This design comes from an exercise in tuning for small area on the open sky130 flow, not from production work. The RTL was checked by simulation tests, not by an equivalence proof against the original design. No activity file was given, so power comes from the tool's default toggle rates.

`design/flow/config.mk`:
```
export PLATFORM = sky130hd
export DESIGN_NAME = cpu
export DESIGN_NICKNAME = cpu
export VERILOG_FILES = /design/flow/design.v
export SDC_FILE = /design/flow/constraint.sdc
export NUM_CORES = 4
export LEC_CHECK = 0
export ABC_AREA = 1
export CAP_MARGIN = 20
export CORE_MARGIN = 2
export CORE_UTILIZATION = 40
export SLEW_MARGIN = 20
```
`design/flow/constraint.sdc`:
```
create_clock -name core_clock -period 10.0 [get_ports {clk}]
set_input_delay 2.0000 -clock core_clock [delete_from_list [all_inputs] [get_ports {clk}]]
set_output_delay 2.0000 -clock core_clock [all_outputs]
set_load 0.01 [all_outputs]
```
`design/flow/design.v`:
```
`timescale 1ns/1ps
module cpu (
	input  logic        clk,
	input  logic        rst_n,
	output logic [15:0] pc,
	input  logic [15:0] instr,
	output logic        hlt,
	output logic        dmem_valid,
	output logic        dmem_write,
	output logic [15:0] dmem_addr,
	output logic [15:0] dmem_wdata,
	input  logic        dmem_ready,
	input  logic [15:0] dmem_rdata
);
	localparam logic [2:0] S_EX0  = 3'd1;
	localparam logic [2:0] S_EX1  = 3'd7;
	localparam logic [2:0] S_EX2  = 3'd4;
	localparam logic [2:0] S_MEM  = 3'd5;
	localparam logic [2:0] S_MEMW = 3'd3;
	localparam logic [2:0] S_CLR  = 3'd0;
	localparam logic [2:0] S_HALT = 3'd2;
	localparam logic [2:0] S_PC   = 3'd6;
	logic [3:0]   cnt;
	logic [2:0]   st;
	logic [15:1]  pcr;
	logic [15:1]  a;
	logic [15:0]  t;
	logic [239:0] rf;
	logic         z, n, v, c;
	logic         tk;
	wire [3:0] op   = instr[15:12];
	wire [3:0] f_rd = instr[11:8];
	wire [3:0] f_rs = instr[7:4];
	wire [3:0] f_rt = instr[3:0];
	wire first = (cnt == 4'd0);
	wire last  = (cnt == 4'd15);
	wire ex0 = (st == S_EX0);
	wire ex1 = (st == S_EX1);
	wire ex2 = (st == S_EX2);
	wire mem = (st == S_MEM);
	wire clr = (st == S_CLR);
	wire ppc = (st == S_PC);
	wire is_addsub = (op[3:1] == 3'b000);
	wire is_sub    = (op == 4'h1);
	wire is_xor    = (op == 4'h2);
	wire is_sll    = (op == 4'h4);
	wire is_lw     = (op == 4'h8);
	wire is_sw     = (op == 4'h9);
	wire is_ldi    = (op[3:1] == 3'b101);
	wire is_br     = (op == 4'hC);
	wire is_hlt    = (op == 4'hF);
	wire x_addsub  = ~op[3] & ~op[2] & ~op[1];
	wire x_xor     = op[1];
	wire x_sll     = op[2];
	wire x_lw      = op[3] & ~op[0];
	wire x_sw      = op[3] & op[0];
	logic cond;
	always_comb begin
		case (instr[11:9])
			3'd0: cond = ~z;
			3'd1: cond = z;
			3'd2: cond = ~z & ~n;
			3'd3: cond = n;
			3'd4: cond = z | ~n;
			3'd5: cond = z | n;
			3'd6: cond = v;
			default: cond = 1'b1;
		endcase
	end
	logic [3:0] ridx;
	always_comb begin
		if (ex0) begin
			if (op[3]) ridx = (op[1] | op[0]) ? f_rd : f_rs;
			else       ridx = op[2] ? f_rs : f_rt;
		end else begin
			ridx = f_rs;
		end
	end
	logic [15:0] rlsb;
	always_comb begin
		rlsb[0] = 1'b0;
		for (int k = 1; k < 16; k++) rlsb[k] = rf[16*(k-1)];
	end
	logic [3:0] rl1;
	always_comb
		for (int g = 0; g < 4; g++) rl1[g] = rlsb[{g[1:0], ridx[1:0]}];
	wire rbit = rl1[ridx[3:2]];
	wire pass_addr = (ex0 & is_lw) | (ex1 & x_sw);
	wire end0      = ~is_addsub & ~is_xor & ~is_sll & ~is_lw & ~is_sw;
	wire end1      = x_xor | x_sll | x_lw;
	logic immbit;
	logic offbit;
	always_comb begin
		case (cnt)
			4'd1: immbit = instr[0];
			4'd2: immbit = instr[1];
			4'd3: immbit = instr[2];
			default: immbit = instr[3];
		endcase
		offbit = cnt[3] ? instr[8] : instr[cnt[2:0]];
	end
	logic add_a;
	logic add_b;
	always_comb begin
		if (ppc) begin
			add_a = pcr[1];
			add_b = tk & t[0];
		end else if (pass_addr) begin
			add_a = rbit;
			add_b = ~first & immbit;
		end else begin
			add_a = rbit;
			add_b = t[0] ^ op[0];
		end
	end
	wire cin  = first ? (ppc | (op[0] & ~pass_addr)) : c;
	wire sum  = add_a ^ add_b ^ cin;
	wire cout = (add_a & add_b) | (cin & (add_a ^ add_b));
	wire ovf  = (add_a == add_b) & (sum != add_a);
	wire ge  = (cnt >= f_rt);
	wire sat = last ? n : ~n;
	logic wbit;
	logic wen;
	always_comb begin
		wbit = 1'b0;
		wen  = 1'b0;
		if (clr) begin
			wen = 1'b1;
		end else if (ex0 & is_ldi) begin
			wen  = 1'b1;
			wbit = (cnt[3] ^ op[0]) ? instr[cnt[2:0]] : rbit;
		end else if (ex1) begin
			wen  = end1;
			wbit = x_xor ? rbit ^ t[0] : x_sll ? ge & t[0] : t[0];
		end else if (ex2) begin
			wen  = 1'b1;
			wbit = v ? sat : sum;
		end
	end
	wire zpass = (ex1 & (x_xor | x_sll)) | ex2;
	always_ff @(posedge clk) begin
		for (int k = 1; k < 16; k++) begin
			rf[16*(k-1) +: 16] <= {(wen & (clr | f_rd == k[3:0])) ? wbit : rf[16*(k-1)],
				rf[16*(k-1)+1 +: 15]};
		end
	end
	always_ff @(posedge clk) begin
		if (pass_addr) a <= {sum, a[15:2]};
		if ((ppc | clr) & ~last) pcr <= {sum & ~clr, pcr[15:2]};
	end
	wire t_ld = mem & dmem_ready;
	wire t_sh = ~mem & (st != S_MEMW) & ~(ex1 & x_sll & ~ge);
	always_ff @(posedge clk) begin
		if (t_ld)      t <= dmem_rdata;
		else if (t_sh) t <= {ex0 ? ((op[3] & op[2]) ? offbit : rbit) : t[0], t[15:1]};
	end
	always_ff @(posedge clk) begin
		c <= cout;
		if (ex0) tk <= is_br & cond;
		if (clr) begin
			z <= 1'b0;
			n <= 1'b0;
			v <= 1'b0;
		end else begin
			if (zpass) z <= (first | z) & ~wbit;
			if (ex1 & x_addsub & last) begin
				n <= add_a;
				v <= ovf;
			end
			if (ex2 & last) n <= wbit;
		end
	end
	logic [2:0] st_nx;
	always_comb begin
		st_nx = st;
		case (st)
			S_CLR:  if (last) st_nx = S_EX0;
			S_EX0:  if (last) st_nx = is_hlt ? S_HALT : end0 ? S_PC : is_lw ? S_MEM : S_EX1;
			S_EX1:  if (last) st_nx = end1 ? S_PC : x_sw ? S_MEM : S_EX2;
			S_EX2:  if (last) st_nx = S_PC;
			S_PC:   if (last) st_nx = S_EX0;
			S_MEM:  if (dmem_ready) st_nx = !last ? S_MEMW : op[0] ? S_PC : S_EX1;
			S_MEMW: if (last) st_nx = op[0] ? S_PC : S_EX1;
			default: st_nx = st;
		endcase
	end
	always_ff @(posedge clk) begin
		if (!rst_n) begin
			st  <= S_CLR;
			cnt <= 4'd0;
		end else begin
			st  <= st_nx;
			cnt <= cnt + 4'd1;
		end
	end
	assign pc         = {pcr, 1'b0};
	assign hlt        = (st == S_HALT);
	assign dmem_valid = mem;
	assign dmem_write = op[0];
	assign dmem_addr  = {a, 1'b0};
	assign dmem_wdata = t;
endmodule
```
`design/flow/flow/run.sh`:
```
#!/bin/bash
# The standard ORFS flow (standard.sh), with:
#  - an area-oriented ABC script for mapping the combinational logic
#    (registers are mapped before ABC runs, so they are the standard ones)
#  - no extraction of half/full adder cells before ABC (ABC maps them better)
#  - buf_1 cells as the port buffers
#  - a clock tree of clkbuf_4 cells without dummy loads
#  - power recovery (downsizing cells with slack) after global routing,
#    followed by a design repair pass for any slew it breaks
set -euo pipefail
rm -rf scripts_area
cp -r "$FLOW_HOME/scripts" scripts_area
cp flow/abc_area.script scripts_area/abc_area.script
# after power recovery, repair any slew or capacitance it broke and legalize
python3 - <<'PY'
p = "scripts_area/util.tcl"
s = open(p).read()
a = """  log_cmd repair_timing {*}$additional_args
  report_tns"""
assert a in s
s = s.replace(a, """  log_cmd repair_timing {*}$additional_args
  repair_design_helper
  log_cmd detailed_placement
  report_tns""", 1)
open(p, "w").write(s)
PY
export RECOVER_POWER=100
export BUFFER_PORTS_ARGS="-buffer_cell sky130_fd_sc_hd__buf_1"
export CTS_ARGS="-sink_clustering_enable -repair_clock_nets -dont_use_dummy_load -buf_list sky130_fd_sc_hd__clkbuf_4 -sink_clustering_size 11 -sink_clustering_max_diameter 50"
bash standard.sh SCRIPTS_DIR="$PWD/scripts_area" ADDER_MAP_FILE= finish > standard.log 2>&1
```
`design/flow/flow/abc_area.script`:
```
strash
dc2
dc2
dc2
&get -n
&dch -f
&nf -a -R 1000
&put
```
`design/flow/standard.sh`:
```
#!/bin/bash
# synth_recipe.tcl (not shown) runs the flow's synth.tcl, then flattens the netlist and writes it again
# the make line also repeats each setting of config.mk as NAME=value (left out here)
make -C /OpenROAD-flow-scripts/flow DESIGN_CONFIG=/design/flow/config.mk WORK_HOME=/design/flow/orfs CLKGATE_MAP_FILE= SYNTH_SCRIPT=/design/flow/synth_recipe.tcl "${@:-finish}"
```
==> run summary, run 1 <==
Die:
- The initial core utilization is between 40% and 50%.
- The horizontal die dimension is between 100 and 150 microns.
- 86 I/O pins were placed.
- The die boundary height is 144 microns.
- The die area is between 20000 and 25000 sq um.
- In this run the standard cell core region covers 19400 sq um.
- The initialized floorplan defines 51 standard-cell rows.

Worst setup path:
- Broken down by cell family, the worst path's largest delay share belongs to compound AO/OA/AOI/OAI gates.
- The most critical setup path has its startpoint at instr[12].
- The arrival time of data at the critical path endpoint is ~6.7 ns.
- The startpoint type of the worst setup path is an input port.
- The startpoint of the worst register-to-register path is st[1]$_SDFFE_PN0P_.
- The critical path runs through a total of 15 cells.
- The critical path required time is 10.47 ns.
- Walking the worst path, the cells encountered are clkbuf_1 -> o21ai_0 -> a21oi_1 -> o21ai_0 -> mux4_2 -> mux2i_1 -> a21oi_1 -> mux2i_1 -> or2_0 -> nand2_1 -> xnor2_1 -> o21ai_0 -> a21boi_0 -> clkinv_1 -> o32ai_1.
- On the worst path, the slowest cell contributes a delay of ~0.61 ns.
- The worst register-to-register path has a depth of 15.
- The number of buffers and inverters on the critical path is 2.
- The type of the worst setup path is in -> reg.
- The kind of capture point of the worst setup path is a register.
- Among all stages on the critical path, the largest delay is contributed by sky130_fd_sc_hd__o21ai_0.
- The library cell appearing most often on the critical path is sky130_fd_sc_hd__o21ai_0.
- Of all nets on the critical path, the largest fanout is 14.

Timing:
- The final hold violation count is 0.
- The maximum operating frequency is approximately 0.16 GHz.
- The clock skew after layout is between 0.08 and 0.09 ns.
- After layout, the minimum clock period comes to between 6 and 7 ns.
- The worst hold slack after final layout is between 0.2 and 0.3 ns.
- The final-layout setup total negative slack is 0 ns.
- Setup violations remaining at the end of the flow were counted as 0.
- The number of pins exceeding their max-slew limit in the final report is 0.
- In this run the tightest slew margin relative to its limit is 41.8%.
- The slew at the pin closest to its max-slew limit is between 0.8 and 0.9 ns.
- Dividing the final minimum period by the clock period gives 62.5%.
- Setup repair after global routing left no endpoint under its margin.

Yosys:
- The synthesized design devotes to its leading area cell type about 64% of total area.
- The most used standard cell by instance count after synthesis is sky130_fd_sc_hd__dfxtp_1.
- The most used flip-flop cell after synthesis is sky130_fd_sc_hd__dfxtp_1.
- Sequential elements use around 80% of the synthesized area.
- For this run, asynchronously set or reset flops after synthesis account for 0%.
- The count of flip-flops with a built-in enable after synthesis is 47.
- The warning count from the yosys run is 1.
- The synthesized cell area is around 7900 sq um.
- The biggest area contributor in the post-synthesis netlist is sky130_fd_sc_hd__dfxtp_1.
- By area the synthesized netlist is led by sky130_fd_sc_hd__dfxtp_1 (64%), sky130_fd_sc_hd__edfxtp_1 (18%), sky130_fd_sc_hd__a21oi_1 (2.2%), sky130_fd_sc_hd__o21ai_0 (2.2%), sky130_fd_sc_hd__mux2_1 (2.1%).
- The synthesized instance count is 545.
- The distinct cell type count of the synthesized netlist is 44.
- A synthesized cell averages about 14 sq um.
- Counting instances in the post-synthesis netlist gives the leading cell types as sky130_fd_sc_hd__dfxtp_1 (251), sky130_fd_sc_hd__edfxtp_1 (47), sky130_fd_sc_hd__a21oi_1 (35), sky130_fd_sc_hd__o21ai_0 (35), sky130_fd_sc_hd__nor2_1 (33).
- Counting flops and latches in the post-synthesis netlist gives about 300.

Job:
- Across the run, the number of max-cap violations was 0.

Detailed routing:
- The violation count after the first detailed-routing iteration is 240.
- Using the TritonRoute via totals, the vias-per-cell ratio works out to around 4.6.
- In the final routed layout, each cell accounts on average for around 14 microns.
- The sum of routed wire length over all layers is about 13 mm.
- The number of detailed-routing iterations run before antenna repair is 4.
- The number of routed nets with antenna violations is 0.
- In the routed design, unresolved DRC markers number 0.
- The number of vias after detailed routing is 4287.

Global routing:
- The initial antenna violation count was 1.
- The first global-routing pass estimated 21.4 mm of wire.
- The maximum number of pins on one net before global-route repair is 18.
- The overall fraction of global-route tracks in use is 13.2%.
- The number of global-route vias before repair came to roughly 4300.
- For this run the aggregate overflow at the end of global routing stands at 0.

Pwr:
- The part of the power in the clock network is 18.5%.
- For this design the total switching power over the nets is 716 uW.
- The power share of the sequential group is 66.2%.
- The fraction of power spent switching nets is ~27%.
- For this design the static power due to leakage is approximately 3.3 nW.
- The power share of the combinational group is 15.3%.
- The total power per unit cell area is between 200 and 300 nW/um^2.
- The largest vdd supply drop is between 0.0001 and 0.00015 V.
- Cell internal power was estimated by the tool at ~1.9 mW.

Placed design:
- After detailed placement, the design holds a cell count of 892.
- The congestion estimate from routability-driven global placement came to 0.834.
- During placement, the flow inserted port buffers numbering 83.
- The half-perimeter wire length after placement is 9.20 mm.

Clock tree:
- The number of buffers inserted for hold repair after clock tree synthesis is 0.
- The clock latency on the worst-skew pair is between 0.6 and 0.7 ns.
- The number of gates resized after CTS was 0.
- The number of buffers added for setup after CTS is 0.
- The clock tree from TritonCTS is built.
- The cell sitting at the root of the clock tree is a sky130_fd_sc_hd__clkbuf_4.
- The total CTS buffers is 34.
- Counting every sink on the clock net gives 298.
- Clock-pin slew was measured on the worst setup and hold paths at about 0.10 ns.
- The number of H-tree levels is 2.
- The worst-case clock buffer depth is 3.

Final layout:
- The proportion of layout cells with a drive suffix above 1 is 5.60%.
- Compared with the post-synthesis result, the final layout area differs by 11.2%.
- The share of the core filled with cells in the final layout is 45.3%.
- After filler insertion, the fill cell instance count of the layout stands at between 1500 and 2000.
- The layout net count is 698.
- The count of cells in the finished layout, fillers not included, comes to ~930.

Worst hold path:
- The startpoint identified for the worst hold timing path is rf[65]$_DFF_P_.
- The class of the tightest hold or removal check is reg -> reg.
- The depth of the worst hold-timing path is 0.

Outcome:
- The run finished with no timing, DRC or antenna violations.
## cell type report
| class | instances | area [sq um] | share of cell area, % |
|---|---|---|---|
| Clock buffer | 34 | 255 | 2.91 |
| Sequential cell | 298 | 6440 | 73.3 |
| Inverter | 9 | 33.8 | 0.385 |
| Tap cell | 265 | 332 | 3.78 |
| Multi-Input combinational cell | 236 | 1410 | 16.0 |
| Timing Repair Buffer | 84 | 315 | 3.59 |
| Antenna cell | 1 | 2.50 | 0.0285 |
## state kept, by name, indices dropped and copies added (netlist names)
signal,cells
pcr,15
rf,240
st,3
t,16
v,1
cnt,4
tk,1
n,1
a,15
c,1
z,1
## power groups by stage
stage | Combinational, mW | Sequential, mW | Clock, mW
after floorplan | 0.245 | 1.75 | 0
after global placement | 0.398 | 1.76 | 0
after detailed placement | 0.407 | 1.77 | 0
after CTS | 0.410 | 1.75 | 0.518
after global routing | 0.460 | 1.78 | 0.574
final | 0.403 | 1.74 | 0.487
## cell usage in the layout, fill, tap and decap left out, drive strengths merged, types with 6 or more instances in the layout
master,n
dfxtp,251
buf,79
edfxtp,47
clkbuf,39
a21oi,35
o21ai,35
nor2,33
nand2,31
mux2,15
clkinv,9
nand2b,9
nand3,7
nor3,6
o22ai,6
## metal layers
layer	routed length (microns)	global-route usage, %
met5	0	0
met4	383	6.29
met3	888	3.91
met2	5600	19.5
met1	6470	17.7
## path summary, 6_finish.rpt
check / endpoint / slack, ns
setup / recovery: rf[15]$_DFF_P_ / 3.75
hold / removal: rf[64]$_DFF_P_ / 0.28
setup reg to reg: rf[15]$_DFF_P_ / 5.15
hold reg to reg: rf[64]$_DFF_P_ / 0.28
## stage by stage
step	power [mW]	worst slack, ns	area [sq um]
CTS	2.67	3.78	8780
global route	2.81	3.17	8780
detailed placement	2.18	3.17	8530
global placement	2.16	3.59	8530
finish	2.63	3.75	8780
floorplan	1.99	4.37	7900
## cells by family after synthesis
| group | Yosys count | synth area share [%] |
|---|---|---|
| buffers and inverters | 12 | 0.713 |
| flip-flops | 298 | 81.5 |
| AND/OR/NAND/NOR | 109 | 6.56 |
| XOR/XNOR | 3 | 0.333 |
| multiplexers | 22 | 3.50 |
| AO/OA/AOI/OAI | 99 | 7.18 |
| other | 1 | 0.0475 |
| adder cells (fa/ha/maj) | 1 | 0.127 |
==> run 2, diff against run 1 <==
==> design/flow/flow/abc_area.script (replaced) <==
strash
dc2
&get -n
&deepsyn -T 60
&dch -f
&nf -a -R 1000
&put
==> run summary, run 2 <==
Timing:
- The time the worst path needs with I/O delays and setup came to 5.60 ns (-0.644 ns).
- The relative slew slack is 43.1% (+1.3 points).
- The slew at the pin closest to its max-slew limit is 0.846 ns (-0.0184 ns).
- Setup repair after global routing left no endpoint under its margin.
- The number of setup violations in the final report is 0 (unchanged).
- The worst hold slack after final layout is 0.289 ns (+0.00562 ns).
- The post-route fraction of the period consumed by the critical path was 56.0% (-6.4 points).
- The final-layout setup total negative slack is 0 ns (unchanged).
- The maximum operating frequency is 0.178 GHz (+11%).
- The number of pins exceeding their max-slew limit in the final report is 0 (unchanged).
- The final hold violation count came to 0 (unchanged).
- The clock skew after layout came to 0.0350 ns (-0.0510 ns).

Yosys:
- Among all flip-flop cells after synthesis, the most frequent one is sky130_fd_sc_hd__dfxtp_1.
- The area share of the leading cell type in the synthesized netlist is 64.0% (+0.32 points).
- The fraction of the mapped netlist area in compound gates is 5.86% (-1.3 points).
- The most used standard cell by instance count after synthesis is sky130_fd_sc_hd__dfxtp_1.
- The register area share after synthesis is 81.9% (+0.42 points).
- The post-synthesis register bit count came to 298 (unchanged).
- The mux share of post-synthesis cell area is 4.57% (+1.1 points).
- The area share of fa/ha/maj cells after synthesis is 0% (-0.13 points).
- The xor-xnor portion of the synthesized cell area is 0.446% (+0.11 points).
- The largest family of logic cells by synthesized area is simple AND/OR/NAND/NOR gates.
- Sorting the synthesized cells by area gives the leading types as sky130_fd_sc_hd__dfxtp_1 (64%), sky130_fd_sc_hd__edfxtp_1 (18%), sky130_fd_sc_hd__mux2_1 (4.2%), sky130_fd_sc_hd__nor2_1 (2.0%), sky130_fd_sc_hd__nand2_1 (1.2%).
- The warning count from the yosys run was 1 (unchanged).
- The mean post-synth cell area is 14.9 sq um (+2.9%).
- The commonest cells after synthesis are sky130_fd_sc_hd__dfxtp_1 (251), sky130_fd_sc_hd__edfxtp_1 (47), sky130_fd_sc_hd__nor2_1 (41), sky130_fd_sc_hd__mux2_1 (29), sky130_fd_sc_hd__nand2_1 (25).
- The async set-reset flop share out of synthesis is 0% (unchanged).
- The synthesized cell area was 7850 sq um (-0.51%).
- The synthesized instance count is 527 (-3.3%).
- The count of flip-flops with a built-in enable after synthesis was 47 (unchanged).
- The cell accounting for the most synthesized area is sky130_fd_sc_hd__dfxtp_1.
- The simple-gate portion of the synthesized area is 6.45% (-0.11 points).
- The distinct cell type count of the synthesized netlist was 44 (unchanged).

Final layout:
- The number of flip-flops in the largest register came to 240 (unchanged).
- The largest registers in the layout are rf: 240 flops, t: 16 flops.
- The register containing the most flip-flops in the final layout is rf.
- In the layout the commonest cells are sky130_fd_sc_hd__dfxtp_1 (251), sky130_fd_sc_hd__buf_1 (80), sky130_fd_sc_hd__edfxtp_1 (47), sky130_fd_sc_hd__nor2_1 (41), sky130_fd_sc_hd__clkbuf_4 (31).
- The layout net count is 679 (-2.7%).
- Relative to the synthesized area, the layout overhead comes to 11.1%.
- The antenna diode count is 0 (-1).
- The commonest non-fill, non-tap cell in the layout is sky130_fd_sc_hd__dfxtp_1.
- The proportion of layout cells with a drive suffix above 1 was 4.98% (-0.61 points).

Pwr:
- The part of the power in the clock network was 27.1% (+8.6 points).
- The power share of the combinational group is 1.9% (-13 points).
- The internal portion of total power is 1.37 mW (-28%).
- The fraction of power spent switching nets is 20.3% (-7.0 points).
- The power share of the sequential group is 71.0% (+4.8 points).
- The total power per unit cell area is 197 nW/um^2 (-34%).
- The largest vdd supply drop is 0.000144 V (about the same).
- The switching component of the power is 347 uW (-52%).
- The reported leakage power is 3.33 nW (+2.4%).

Clock tree:
- TritonCTS built the clock tree.
- The worst-case clock buffer depth was 3 (unchanged).
- In this run the clock root is driven by a sky130_fd_sc_hd__clkbuf_4.
- The total clock sinks was 298 (unchanged).
- The clock transition at the registers of the reported paths is 0.11 ns (about the same).
- The number of H-tree levels is 1 (-1).
- The total CTS buffers is 31 (-8.8%).
- The post-CTS resize count was 0 (unchanged).
- The number of buffers inserted for hold repair after clock tree synthesis is 0 (unchanged).
- The clock latency on the worst-skew pair was 0.66 ns (+0.04 ns).
- The number of buffers added for setup after CTS is 0 (unchanged).

Worst hold path:
- The path with the worst hold slack has its endpoint at rf[105]$_DFF_P_.
- The depth of the worst hold-timing path is 0 (unchanged).
- The class of the tightest hold or removal check is reg -> reg.
- The worst hold path begins at rf[106]$_DFF_P_.

Worst setup path:
- The slack of the worst reg-to-reg path is 5.01 ns (-0.14 ns).
- The arrival time of data at the critical path endpoint came to 6.20 ns (-0.52 ns).
- The delay of the slowest cell on the worst path is 0.54 ns (-0.07 ns).
- Traced cell by cell, the critical path runs through clkbuf_1 -> o211ai_1 -> nand2_1 -> nor2_1 -> nor2_1 -> nor3_1 -> a22oi_1 -> nand3_1 -> o21ai_0 -> o21ai_0 -> mux2i_1 -> and2_0 -> nor2_1 -> xor2_1 -> o21ai_0 -> o311ai_0 -> clkbuf_1 -> mux2_1.
- The type of the worst setup path is in -> reg.
- The cell at the slowest stage of the critical path is sky130_fd_sc_hd__o211ai_1.
- The number of buffers and inverters on the critical path was 2 (unchanged).
- The largest fanout of any net on the critical path is 17 (+3).
- The count of cells along the worst register-to-register path was 20 (+5).
- The critical path required time came to 10.60 ns (+0.13 ns).
- The worst setup path is launched from an input port.
- The kind of capture point of the worst setup path is a register.
- In this run the critical register-to-register path is captured at rf[143]$_DFF_P_.
- In this design, the largest share of critical-path delay is due to compound AO/OA/AOI/OAI gates.
- The startpoint of the worst register-to-register path is st[1]$_SDFFE_PN0P_.

Detailed routing:
- The number of vias after detailed routing came to 4198 (-2.1%).
- The post-route DRC violation count is 0 (unchanged).
- The number of detailed-routing iterations run before antenna repair is 6 (+2).
- The routed wire length per instance is 15.4 microns (+6.8%).
- The sum of routed wire length over all layers is 13.9 mm (+4.5%).
- The violation count after the first detailed-routing iteration was 150 (-38%).
- The via density per instance is 4.63 (about the same).
- The number of routed nets with antenna violations was 0 (unchanged).

Global routing:
- The residual overflow from global routing is 0 (unchanged).
- The initial antenna violation count is 2 (+1).
- The global-route wire length before repair was 21.5 mm (+0.49%).
- The number of global-route vias before repair was 4099 (-3.8%).
- The maximum number of pins on one net before global-route repair was 20 (+2).
- The overall fraction of global-route tracks in use is 13.4% (+0.24 points).

Outcome:
- The run finished with no timing, DRC or antenna violations.

Placed design:
- The number of I/O port buffers is 83 (unchanged).
- The final estimated routing congestion in global placement is 0.849 (+1.8%).
- The half-perimeter wire length after placement was 9.75 mm (+5.9%).

Die:
- The initial core utilization is 40.6% (-0.073 points).
- The die boundary height was 144 microns (-0.25%).
- The number of rows created at floorplan came to 51 (unchanged).
- The core outline area came to 19300 sq um (-0.33%).
- The horizontal die dimension is 144 microns (-0.25%).
- The die area is 20800 sq um (-0.49%).
- The number of placed I/O pins came to 86 (unchanged).

Job:
- The number of max-capacitance violations reported is 0 (unchanged).
-- run 2: cell count changes after synthesis, moves of 6 or more --
cell                      previous run  this run
sky130_fd_sc_hd__nand3_1             7        13
sky130_fd_sc_hd__nand2_1            31        25
sky130_fd_sc_hd__nor2_1             33        41
sky130_fd_sc_hd__o21ai_0            35        14
sky130_fd_sc_hd__a21oi_1            35        17
sky130_fd_sc_hd__mux2_1             15        29
-- run 2: worst max-delay path by stage --
stage	slack (ns)	end	startpoint	depth (start not counted)
final	4.40	rf[143]$_DFF_P_	instr[12]	18
after global routing	3.86	z$_SDFFE_PP0P_	instr[12]	18
after CTS	4.70	rf[143]$_DFF_P_	instr[12]	18
after detailed placement	3.98	rf[143]$_DFF_P_	instr[12]	18
after global placement	4.24	rf[239]$_DFF_P_	instr[15]	16
after floorplan	4.48	rf[111]$_DFF_P_	instr[14]	14
-- run 2: per-stage QoR --
step / cells / instance area [sq um] / power (mW) / setup slack (ns) / utilization, %
after floorplan: 528 / 7860 / 1.26 / 4.48 / -
after global placement: 876 / 8500 / 1.28 / 4.24 / 44.0
after detailed placement: 876 / 8500 / 1.28 / 3.98 / 44.0
after CTS: 907 / 8730 / 1.74 / 4.70 / 45.2
after global routing: 907 / 8720 / 1.79 / 3.86 / 45.1
final: 907 / 8720 / 1.71 / 4.40 / 45.1
-- run 2: worst reg2reg max path: cells and delay by family, from the launching register on --
family | cells | cell delay [ns]
compound gates | 6 | 1.18
mux | 2 | 0.49
flops | 1 | 0.70
simple gates | 9 | 1.63
xor+xnor | 1 | 0.23
buf+inv | 2 | 0.69
-- run 2: per-layer routing --
layer	track usage, %	wire length [microns]
met3	3.77	961
met4	4.13	363
met1	16.8	6190
met2	22.6	6420
met5	0	9
-- run 2: final cells by class --
cell class / count / area [sq um]
repair buffers: 86 / 323
inverters: 8 / 30.0
multi-input cells: 219 / 1370
fillers: 1788 / 10600
clock buffers: 31 / 233
flip-flops and latches: 298 / 6440
well taps: 265 / 332
-- run 2: kinds of logic after synthesis --
group / Yosys count
AND/OR/NAND/NOR: 110
other: 1
AO/OA/AOI/OAI: 72
buffers and inverters: 11
multiplexers: 31
flip-flops: 298
XOR/XNOR: 4
-- run 2: power by group through the flow --
stage / clock network, mW / logic (mW) / registers (mW)
finish: 0.465 / 0.0327 / 1.22
global placement: 0 / 0.0316 / 1.24
detailed placement: 0 / 0.0324 / 1.24
floorplan: 0 / 0.0184 / 1.24
CTS: 0.494 / 0.0326 / 1.22
global route: 0.538 / 0.0360 / 1.22
==> run 3, diff against run 2 <==
--- a/design/flow/flow/run.sh
+++ b/design/flow/flow/run.sh
@@ -26,5 +26,5 @@
 PY
 export RECOVER_POWER=100
 export BUFFER_PORTS_ARGS="-buffer_cell sky130_fd_sc_hd__buf_1"
-export CTS_ARGS="-sink_clustering_enable -repair_clock_nets -dont_use_dummy_load -buf_list sky130_fd_sc_hd__clkbuf_4 -sink_clustering_size 11 -sink_clustering_max_diameter 50"
+export CTS_ARGS="-sink_clustering_enable -repair_clock_nets -dont_use_dummy_load -buf_list sky130_fd_sc_hd__clkbuf_4 -sink_clustering_size 11 -sink_clustering_max_diameter 65"
 bash standard.sh SCRIPTS_DIR="$PWD/scripts_area" ADDER_MAP_FILE= finish > standard.log 2>&1
==> run summary, run 3 <==
Outcome:
- The flow ran to the end and the layout has no timing, DRC or antenna violations.

Yosys:
- The warning count from the yosys run is 1 (unchanged).
- By count the netlist is led by sky130_fd_sc_hd__dfxtp_1 (251), sky130_fd_sc_hd__edfxtp_1 (47), sky130_fd_sc_hd__nor2_1 (41), sky130_fd_sc_hd__mux2_1 (29), sky130_fd_sc_hd__nand2_1 (25).
- In the post-synthesis netlist, the biggest area contributors are sky130_fd_sc_hd__dfxtp_1 (64%), sky130_fd_sc_hd__edfxtp_1 (18%), sky130_fd_sc_hd__mux2_1 (4.2%), sky130_fd_sc_hd__nor2_1 (2.0%), sky130_fd_sc_hd__nand2_1 (1.2%).
- The mean post-synth cell area is 14.9 sq um (unchanged).
- The post-synthesis register bit count was 298 (unchanged).
- The register area share after synthesis is 81.9% (unchanged).
- The most used standard cell by instance count after synthesis is sky130_fd_sc_hd__dfxtp_1.
- The flip-flop cell with the highest count after synthesis is sky130_fd_sc_hd__dfxtp_1.
- The cell accounting for the most synthesized area is sky130_fd_sc_hd__dfxtp_1.
- The synthesized instance count is 527 (unchanged).
- The distinct cell type count of the synthesized netlist is 44 (unchanged).
- The count of flip-flops with a built-in enable after synthesis is 47 (unchanged).
- The synthesized cell area is 7850 sq um (unchanged).
- The async set-reset flop share out of synthesis is 0% (unchanged).
- The area share of the leading cell type in the synthesized netlist is 64.0% (unchanged).

Detailed routing:
- The via density per instance is 4.62 (-0.29%).
- The number of routed nets with antenna violations is 0 (unchanged).
- The violation count after the first detailed-routing iteration is 129 (-14%).
- The routed wire length per instance came to 15.3 microns (-0.23%).
- The number of vias after detailed routing came to 4186 (-0.29%).
- The number of detailed-routing iterations run before antenna repair is 4 (-2).
- The post-route DRC violation count is 0 (unchanged).
- The sum of routed wire length over all layers came to 13.9 mm (-0.23%).

Die:
- The number of rows created at floorplan is 51 (unchanged).
- The die area is 20800 sq um (unchanged).
- The core outline area is 19300 sq um (unchanged).
- The number of placed I/O pins was 86 (unchanged).
- The horizontal die dimension came to 144 microns (unchanged).
- The die boundary height came to 144 microns (unchanged).
- The initial core utilization was 40.6% (unchanged).

Worst setup path:
- The arrival time of data at the critical path endpoint is 6.18 ns (-0.02 ns).
- The slack of the worst reg-to-reg path came to 5.03 ns (+0.02 ns).
- The count of cells along the worst register-to-register path came to 20 (unchanged).
- The largest fanout of any net on the critical path is 17 (unchanged).
- The critical path required time is 10.60 ns (about the same).
- In this run the critical register-to-register path is captured at rf[143]$_DFF_P_.
- The kind of capture point of the worst setup path is a register.
- The startpoint type of the worst setup path is an input port.
- The startpoint of the worst register-to-register path is st[1]$_SDFFE_PN0P_.
- The most critical setup path has its startpoint at instr[12].
- The critical path is of the in -> reg type.

Worst hold path:
- The depth of the worst hold-timing path came to 0 (unchanged).
- The end point of the most critical hold path is rf[118]$_DFF_P_.
- The class of the tightest hold or removal check is reg -> reg.
- The launch point of the worst hold path is rf[119]$_DFF_P_.

Global routing:
- The maximum number of pins on one net before global-route repair is 20 (unchanged).
- The number of global-route vias before repair was 4080 (-0.46%).
- The overall fraction of global-route tracks in use was 13.4% (-0.022 points).
- The global-route wire length before repair is 21.4 mm (-0.32%).
- The residual overflow from global routing is 0 (unchanged).
- The initial antenna violation count came to 2 (unchanged).

Timing:
- The worst hold slack after final layout came to 0.268 ns (-0.0212 ns).
- The slew at the pin closest to its max-slew limit is 0.820 ns (-0.0266 ns).
- The maximum operating frequency was 0.179 GHz (+0.36%).
- The final-layout setup total negative slack came to 0 ns (unchanged).
- The number of pins exceeding their max-slew limit in the final report is 0 (unchanged).
- The relative slew slack is 44.9% (+1.8 points).
- The time the worst path needs with I/O delays and setup came to 5.58 ns (-0.0199 ns).
- Setup repair after global routing left no endpoint under its margin.
- The post-route fraction of the period consumed by the critical path came to 55.8% (-0.20 points).
- The clock skew after layout is 0.0516 ns (+0.0166 ns).
- The final hold violation count is 0 (unchanged).
- The number of setup violations in the final report came to 0 (unchanged).

Clock tree:
- The clock latency on the worst-skew pair came to 0.65 ns (about the same).
- The number of H-tree levels was 1 (unchanged).
- The post-CTS resize count is 0 (unchanged).
- The total CTS buffers is 31 (unchanged).
- The number of buffers added for setup after CTS came to 0 (unchanged).
- The number of buffers inserted for hold repair after clock tree synthesis is 0 (unchanged).
- The cell at the root of the clock tree is sky130_fd_sc_hd__clkbuf_4.
- The worst-case clock buffer depth is 3 (unchanged).
- The clock tree from TritonCTS is built.
- The clock transition at the registers of the reported paths was 0.11 ns (about the same).
- The total clock sinks is 298 (unchanged).

Pwr:
- The internal portion of total power came to 1.37 mW (about the same).
- The total power draw was 1.72 mW (about the same).
- The reported leakage power came to 3.33 nW (unchanged).
- The fraction of power spent switching nets came to 20.3% (+0.022 points).
- The power share of the sequential group is 70.9% (about the same).
- The part of the power in the clock network was 27.2% (about the same).
- The largest vdd supply drop was 0.000124 V (-14%).
- The power share of the combinational group is 1.9% (about the same).
- The switching component of the power came to 348 uW (+0.14%).
- The total power per unit cell area is 197 nW/um^2 (about the same).

Final layout:
- The antenna diode count is 0 (unchanged).
- The final cell count without fillers is 907 (unchanged).
- The layout-stage area growth over the synthesis result is 11.1% (unchanged).
- The largest registers in the layout are rf: 240 flops, t: 16 flops.
- Counting flops per register, the top entry is rf.
- The top cell types in the final layout, fill and taps aside, are sky130_fd_sc_hd__dfxtp_1 (251), sky130_fd_sc_hd__buf_1 (80), sky130_fd_sc_hd__edfxtp_1 (47), sky130_fd_sc_hd__nor2_1 (41), sky130_fd_sc_hd__clkbuf_4 (31).
- The proportion of layout cells with a drive suffix above 1 is 4.98% (unchanged).
- The commonest non-fill, non-tap cell in the layout is sky130_fd_sc_hd__dfxtp_1.
- The number of flip-flops in the largest register is 240 (unchanged).
- The layout net count is 679 (unchanged).

Job:
- The number of max-capacitance violations reported is 0 (unchanged).

Placed design:
- The number of I/O port buffers is 83 (unchanged).
- The half-perimeter wire length after placement is 9.75 mm (unchanged).
- The instance count after placement with tap cells included is 876 (unchanged).
- The final estimated routing congestion in global placement came to 0.849 (unchanged).
## run 3: worst max-delay path by stage
stage | cells after the start | end
after detailed placement | 18 | rf[143]$_DFF_P_
after floorplan | 14 | rf[111]$_DFF_P_
after CTS | 18 | rf[143]$_DFF_P_
final | 18 | rf[143]$_DFF_P_
after global placement | 16 | rf[239]$_DFF_P_
after global routing | 18 | rf[143]$_DFF_P_
## run 3: final cells by class
class	instances	area, sq um
flip-flops and latches	298	6440
well taps	265	332
clock buffers	31	233
multi-input cells	219	1370
fillers	1788	10600
inverters	8	30.0
repair buffers	86	323
## run 3: worst max-delay path: stages
cell and delay, ns:
sky130_fd_sc_hd__clkbuf_1 0.21, sky130_fd_sc_hd__o211ai_1 0.53, sky130_fd_sc_hd__nand2_1 0.19, sky130_fd_sc_hd__nor2_1 0.15, sky130_fd_sc_hd__nor2_1 0.10, sky130_fd_sc_hd__nor3_1 0.36
sky130_fd_sc_hd__a22oi_1 0.16, sky130_fd_sc_hd__nand3_1 0.08, sky130_fd_sc_hd__o21ai_0 0.07, sky130_fd_sc_hd__o21ai_0 0.45, sky130_fd_sc_hd__mux2i_1 0.22, sky130_fd_sc_hd__and2_0 0.25
sky130_fd_sc_hd__nor2_1 0.16, sky130_fd_sc_hd__xor2_1 0.23, sky130_fd_sc_hd__o21ai_0 0.11, sky130_fd_sc_hd__o311ai_0 0.10, sky130_fd_sc_hd__clkbuf_1 0.54, sky130_fd_sc_hd__mux2_1 0.26
## run 3: logic make-up (layout without fill, tap and decap cells)
logic type / after synthesis / count (layout) / share of synthesized area (%)
flops: 298 / 298 / 81.9
simple gates: 110 / 110 / 6.45
compound gates: 72 / 72 / 5.86
xor+xnor: 4 / 4 / 0.446
mux: 31 / 31 / 4.57
buf+inv: 11 / 125 / 0.669
other cells: 1 / 2 / 0.0477
## run 3: metal layers
layer / part of all wire, % / wire, microns / vias up / track usage (%)
met5: 0.065 / 9 / - / 0
met4: 2.1 / 291 / 2 / 3.82
met3: 6.7 / 928 / 25 / 3.97
met2: 46 / 6460 / 126 / 22.6
met1: 45 / 6230 / 1975 / 16.7
li1: - / - / 2058 / -
## run 3: per-stage QoR
step,instance area (sq um),setup slack [ns],util [%]
floorplan,7860,4.48,-
global placement,8500,4.24,44.0
detailed placement,8500,3.98,44.0
CTS,8730,4.71,45.2
global route,8720,3.90,45.1
finish,8720,4.42,45.1
## run 3: power groups by stage
stage | sequential, mW | combinational, mW | clock [mW]
final | 1.22 | 0.0327 | 0.466
after global routing | 1.22 | 0.0361 | 0.539
after CTS | 1.22 | 0.0326 | 0.493
after detailed placement | 1.24 | 0.0324 | 0
after global placement | 1.24 | 0.0316 | 0
after floorplan | 1.24 | 0.0184 | 0

==> afterwards: timing with drivers on the ports <==
How much do the figures lean on ideal ports? The routed layouts below were timed once more, with nothing changed but the port constraints. Step 1 (the two cells are an assumption about what drives the block):
set clk [get_ports {clk}]
set_driving_cell -lib_cell sky130_fd_sc_hd__clkbuf_16 $clk
set_driving_cell -lib_cell sky130_fd_sc_hd__buf_2 [delete_from_list [all_inputs] $clk]
Step 2 adds t to the input delays and takes it off the output delays; t is the mean of the earliest and latest rising clock arrival at the registers after step 1. Input paths then give back, and output paths get back, about the clock's delay inside the block. Slacks: ideal ports / drivers / drivers and shift; pairs: ideal ports / drivers.
run	t, ns	slack for setup (ns)	worst hold slack (ns)
run 1	0.609	3.752 / 3.762 / 3.153	0.284 / 0.284 / 0.284
run 2	0.675	4.396 / 4.408 / 3.732	0.289 / 0.289 / 0.289
run 3	0.665	4.416 / 4.428 / 3.763	0.268 / 0.268 / 0.268
After both steps setup and hold are still met in every run listed. For run 2, which loses most, drivers alone change the setup slack by +0.012 ns; drivers and shift together by -0.664 ns.
